Source: an optimization exercise on an open RTL-to-GDS flow (aim: small area and few clock cycles per item). Production flows keep margins and buffers that such runs may drop.
The RTL was checked by simulation tests, not by an equivalence proof against the original design.

== rev 12 ==
==> flow/design.v (excerpt) <==
module fp_mult_pipe #(
  parameter int unsigned EXP_W = 8,
  parameter int unsigned MAN_W = 23,
  parameter int unsigned TAG_W = 4
) (
  input  logic                   clk,
  input  logic                   rstn,
  input  logic                   in_valid,
  output logic                   in_ready,
  input  logic [EXP_W+MAN_W:0]   a,
  input  logic [EXP_W+MAN_W:0]   b,
  input  logic [TAG_W-1:0]       in_tag,
  output logic                   out_valid,
  input  logic                   out_ready,
  output logic [EXP_W+MAN_W:0]   result,
  output logic [TAG_W-1:0]       out_tag,
  output logic [3:0]             flags
);
Settings: LEC_CHECK=0, ABC_AREA=1, CAP_MARGIN=20, CORE_MARGIN=2, CORE_UTILIZATION=70, CTS_BUF_LIST=sky130_fd_sc_hd__clkbuf_8, GPL_TIMING_DRIVEN=0, PLACE_DENSITY=0.8, SETUP_SLACK_MARGIN=0.05, SLEW_MARGIN=20, SYNTH_HIERARCHICAL=1, SYNTH_MINIMUM_KEEP_SIZE=0; clock period 7.0 ns.
standard.sh (not shown) runs the stock make flow with config.mk's settings and CLKGATE_MAP_FILE= SYNTH_SCRIPT=/design/flow/synth_recipe.tcl, a recipe that flattens the netlist after the stock synthesis.
==> flow/flow/run.sh <==
#!/bin/bash
# Standard ORFS layout, with plain buffers on the ports instead of the delay cell buffer_ports picks.
set -euo pipefail
bash standard.sh BUFFER_PORTS_ARGS="-buffer_cell sky130_fd_sc_hd__buf_2" finish > make.log 2>&1
[flow] rev 12 | stages: complete | final checks: fail | reason: capacitance limit, slew limit, setup timing
Testbench counts of rev 12, summed over its fixed seeds: cycles 16,008, items 16,000.
Inputs modified between rev 12 and rev 13:
- changing CORE_UTILIZATION from 70 to 40
- removing PLACE_DENSITY (formerly 0.8)
- removing CTS_BUF_LIST (formerly sky130_fd_sc_hd__clkbuf_8)
Findings:
Diff rev 12 and rev 13: met1 demand-to-capacity share in global routing higher in rev 12. Per the final summary, rev 13 finished and its layout is clean on timing, DRC and antenna. Rev 13 ended up with r_p[20] as its worst setup path endpoint; rev 12 ended up with result[8]. The higher die area came out of rev 13. Run comparison: rev 13 highest routed metal layer met4; rev 12 highest routed metal layer met5.

fp_mult_pipe, a different RTL version from the one above (not shown whole).
For scale: ~110 I/O pins.
export LEC_CHECK = 0
export ABC_AREA = 1
export CAP_MARGIN = 20
export CORE_MARGIN = 2
export CORE_UTILIZATION = 50
export CTS_BUF_LIST = sky130_fd_sc_hd__clkbuf_8
export GPL_TIMING_DRIVEN = 0
export SETUP_SLACK_MARGIN = 0.02
export SLEW_MARGIN = 20
export SYNTH_HIERARCHICAL = 1
export SYNTH_MINIMUM_KEEP_SIZE = 0
create_clock -name core_clock -period 7.0 [get_ports {clk}]
==> flow/flow/run.sh <==
#!/bin/bash
# Standard ORFS layout, with plain buffers on the ports instead of the delay cell buffer_ports
# picks, and with the synthesis buffers removed at floorplan so repair_design rebuffers.
set -euo pipefail
bash standard.sh BUFFER_PORTS_ARGS="-buffer_cell sky130_fd_sc_hd__buf_2" REMOVE_ABC_BUFFERS=1  finish > make.log 2>&1
Testbench counts at the start, summed over its fixed seeds: cycles 16,008, items 16,000.
Then changed:
--- a/flow/flow/run.sh
+++ b/flow/flow/run.sh
@@ -4,2 +4,2 @@
 set -euo pipefail
-bash standard.sh BUFFER_PORTS_ARGS="-buffer_cell sky130_fd_sc_hd__buf_2" REMOVE_ABC_BUFFERS=1  finish > make.log 2>&1
+bash standard.sh REMOVE_ABC_BUFFERS=1 CTS_ARGS="-sink_clustering_enable -repair_clock_nets -buf_list sky130_fd_sc_hd__clkbuf_8 -dont_use_dummy_load" DONT_BUFFER_PORTS=1 PRE_GLOBAL_PLACE_TCL=$PWD/flow/ports.tcl finish > make.log 2>&1
==> flow/flow/ports.tcl (new file) <==
# Buffer every port, as the standard flow does: inputs with buf_2, outputs with buf_1
# (the outputs drive only the fixed output load).
buffer_ports -inputs -buffer_cell sky130_fd_sc_hd__buf_2
buffer_ports -outputs -buffer_cell sky130_fd_sc_hd__buf_1
- CORE_UTILIZATION: 50 -> 40
After rerunning: The changed run completed without violations. Worst hold slack hardly moves. Synthesized area does not change. Worst setup slack improved by 0.064 ns. Fmax went up by 0.94%.
Then changed:
==> flow/flow/run.sh (replaced) <==
#!/bin/bash
# Standard ORFS layout, with plain buffers on the ports instead of the delay cell buffer_ports
# picks, and with the synthesis buffers removed at floorplan so repair_design rebuffers.
set -euo pipefail
bash standard.sh BUFFER_PORTS_ARGS="-buffer_cell sky130_fd_sc_hd__buf_2" REMOVE_ABC_BUFFERS=1 CTS_ARGS="-sink_clustering_enable -repair_clock_nets -buf_list sky130_fd_sc_hd__clkbuf_8 -dont_use_dummy_load" finish > make.log 2>&1
removed: flow/flow/ports.tcl
The new run completed without violations.
Utilization is lower by 0.30 points.
Register-to-register slack improved by 0.02 ns.
Die area is unchanged.
Setup slack got worse by 0.0038 ns.
Clock skew is about the same.
Count of clock-buffer cells in the layout stays the same.
Sequential share of layout area hardly moves.
Then changed:
==> flow/flow/run.sh (replaced) <==
#!/bin/bash
# Standard ORFS layout, with plain buffers on the ports instead of the delay cell buffer_ports
# picks, and with the synthesis buffers removed at floorplan so repair_design rebuffers.
set -euo pipefail
bash standard.sh BUFFER_PORTS_ARGS="-buffer_cell sky130_fd_sc_hd__buf_2" REMOVE_ABC_BUFFERS=1  finish > make.log 2>&1
- GPL_ROUTABILITY_DRIVEN: not set -> 0
What happened: Global-route usage went up by 0.20 points. Flip-flop and latch count does not change. Sequential share of layout area is about the same.

Setup of 05-05:
fp_mult_pipe, a different RTL version from the one above (not shown whole).
Size: about 2200 cells after synthesis, roughly 45 flip-flops, ~110 I/O pins.
==> flow/config.mk <==
export PLATFORM = sky130hd
export DESIGN_NAME = fp_mult_pipe
export DESIGN_NICKNAME = fp_mult_pipe
export VERILOG_FILES = /design/flow/design.v
export SDC_FILE = /design/flow/constraint.sdc
export NUM_CORES = 4
export LEC_CHECK = 0
export ABC_AREA = 1
export CAP_MARGIN = 20
export CORE_MARGIN = 2
export CORE_UTILIZATION = 40
export GPL_TIMING_DRIVEN = 0
export SLEW_MARGIN = 20
export SYNTH_HIERARCHICAL = 1
export SYNTH_MINIMUM_KEEP_SIZE = 0
==> flow/constraint.sdc <==
create_clock -name core_clock -period 7.0 [get_ports {clk}]
set_input_delay 1.4000 -clock core_clock [delete_from_list [all_inputs] [get_ports {clk}]]
set_output_delay 1.4000 -clock core_clock [all_outputs]
set_load 0.01 [all_outputs]
run.sh (not shown) runs the stock make flow with config.mk's settings and CLKGATE_MAP_FILE= SYNTH_SCRIPT=/design/flow/synth_recipe.tcl, a recipe that flattens the netlist after the stock synthesis.
Stock flow here: none of the scripts above is used.
Testbench counts of 05-05, summed over its fixed seeds: cycles 16,008, items 16,000.
Setup changes, 05-05 to 08-18
--- a/flow/config.mk
+++ b/flow/config.mk
@@ -10,5 +10,4 @@
 export CORE_MARGIN = 2
 export CORE_UTILIZATION = 40
-export GPL_TIMING_DRIVEN = 0
 export SLEW_MARGIN = 20
 export SYNTH_HIERARCHICAL = 1
==> summary.txt <==
- 08-18: largest fanout on the critical path is 2 lower than what 05-05 reported.
- Note that the first-pass GRT wire length recorded for 05-05 amounts to 1.06 times the value seen in 08-18.
- 08-18 vs 05-05: worst slew margin relative to its limit up in 08-18
- Between 05-05 and 08-18, area added between synthesis and finish is higher for 08-18, 05-05 comes in under that.
- Diff 05-05 -> 08-18: post-place instance area increased by about 8% relative to the old numbers, wire length on met1 now sits lower, register share of the cell area fell 0.18 points, number of buffer and inverter instances along the worst setup path went down.
- NOTE: worst setup slack in 08-18 exceeds that of 05-05
- 08-18 vs 05-05, area of all placed cells without fillers went up by 2.9%.

## static timing again, ports no longer ideal
No port has a modelled driver above. Below, the same layouts with a new extraction and two added sets of constraints.
Step 1 assumes that a clkbuf_16 drives the clock port and a buf_2 every other input.
Step 2 also shifts input and output timing later by t, the mid clock arrival at the registers, as if the neighbouring blocks saw the same clock.
Slacks: ideal / step 1 / step 2; pairs: ideal / step 1.
run	t, ns	setup WS [ns]	hold WS [ns]	worst setup path at the end
rev 12	0.361	-0.792 / -0.831 / -0.470	0.825 / 0.843 / 1.161	register to output
rev 13	0.318	0.230 / 0.198 / -0.120	0.796 / 0.796 / 0.796	input to register
the first run of note 2	0.334	0.153 / 0.161 / -0.172	0.757 / 0.757 / 0.757	input to register
the second run of note 2	0.330	0.216 / 0.215 / -0.115	0.759 / 0.759 / 0.759	input to register
the third run of note 2	0.333	0.212 / 0.175 / -0.158	0.746 / 0.746 / 0.746	input to register
the fourth run of note 2	0.339	0.237 / 0.204 / -0.135	0.736 / 0.736 / 0.736	input to register
05-05	0.324	0.128 / 0.141 / -0.182	0.732 / 0.732 / 0.732	input to register
08-18	0.324	0.174 / 0.185 / -0.139	0.859 / 0.859 / 0.859	input to register
Met with ideal ports but missed after step 2: setup timing in 7 of these runs. The setup slack of the fourth run of note 2, which loses most, moves by -0.033 ns with the drivers and by -0.372 ns with both steps.
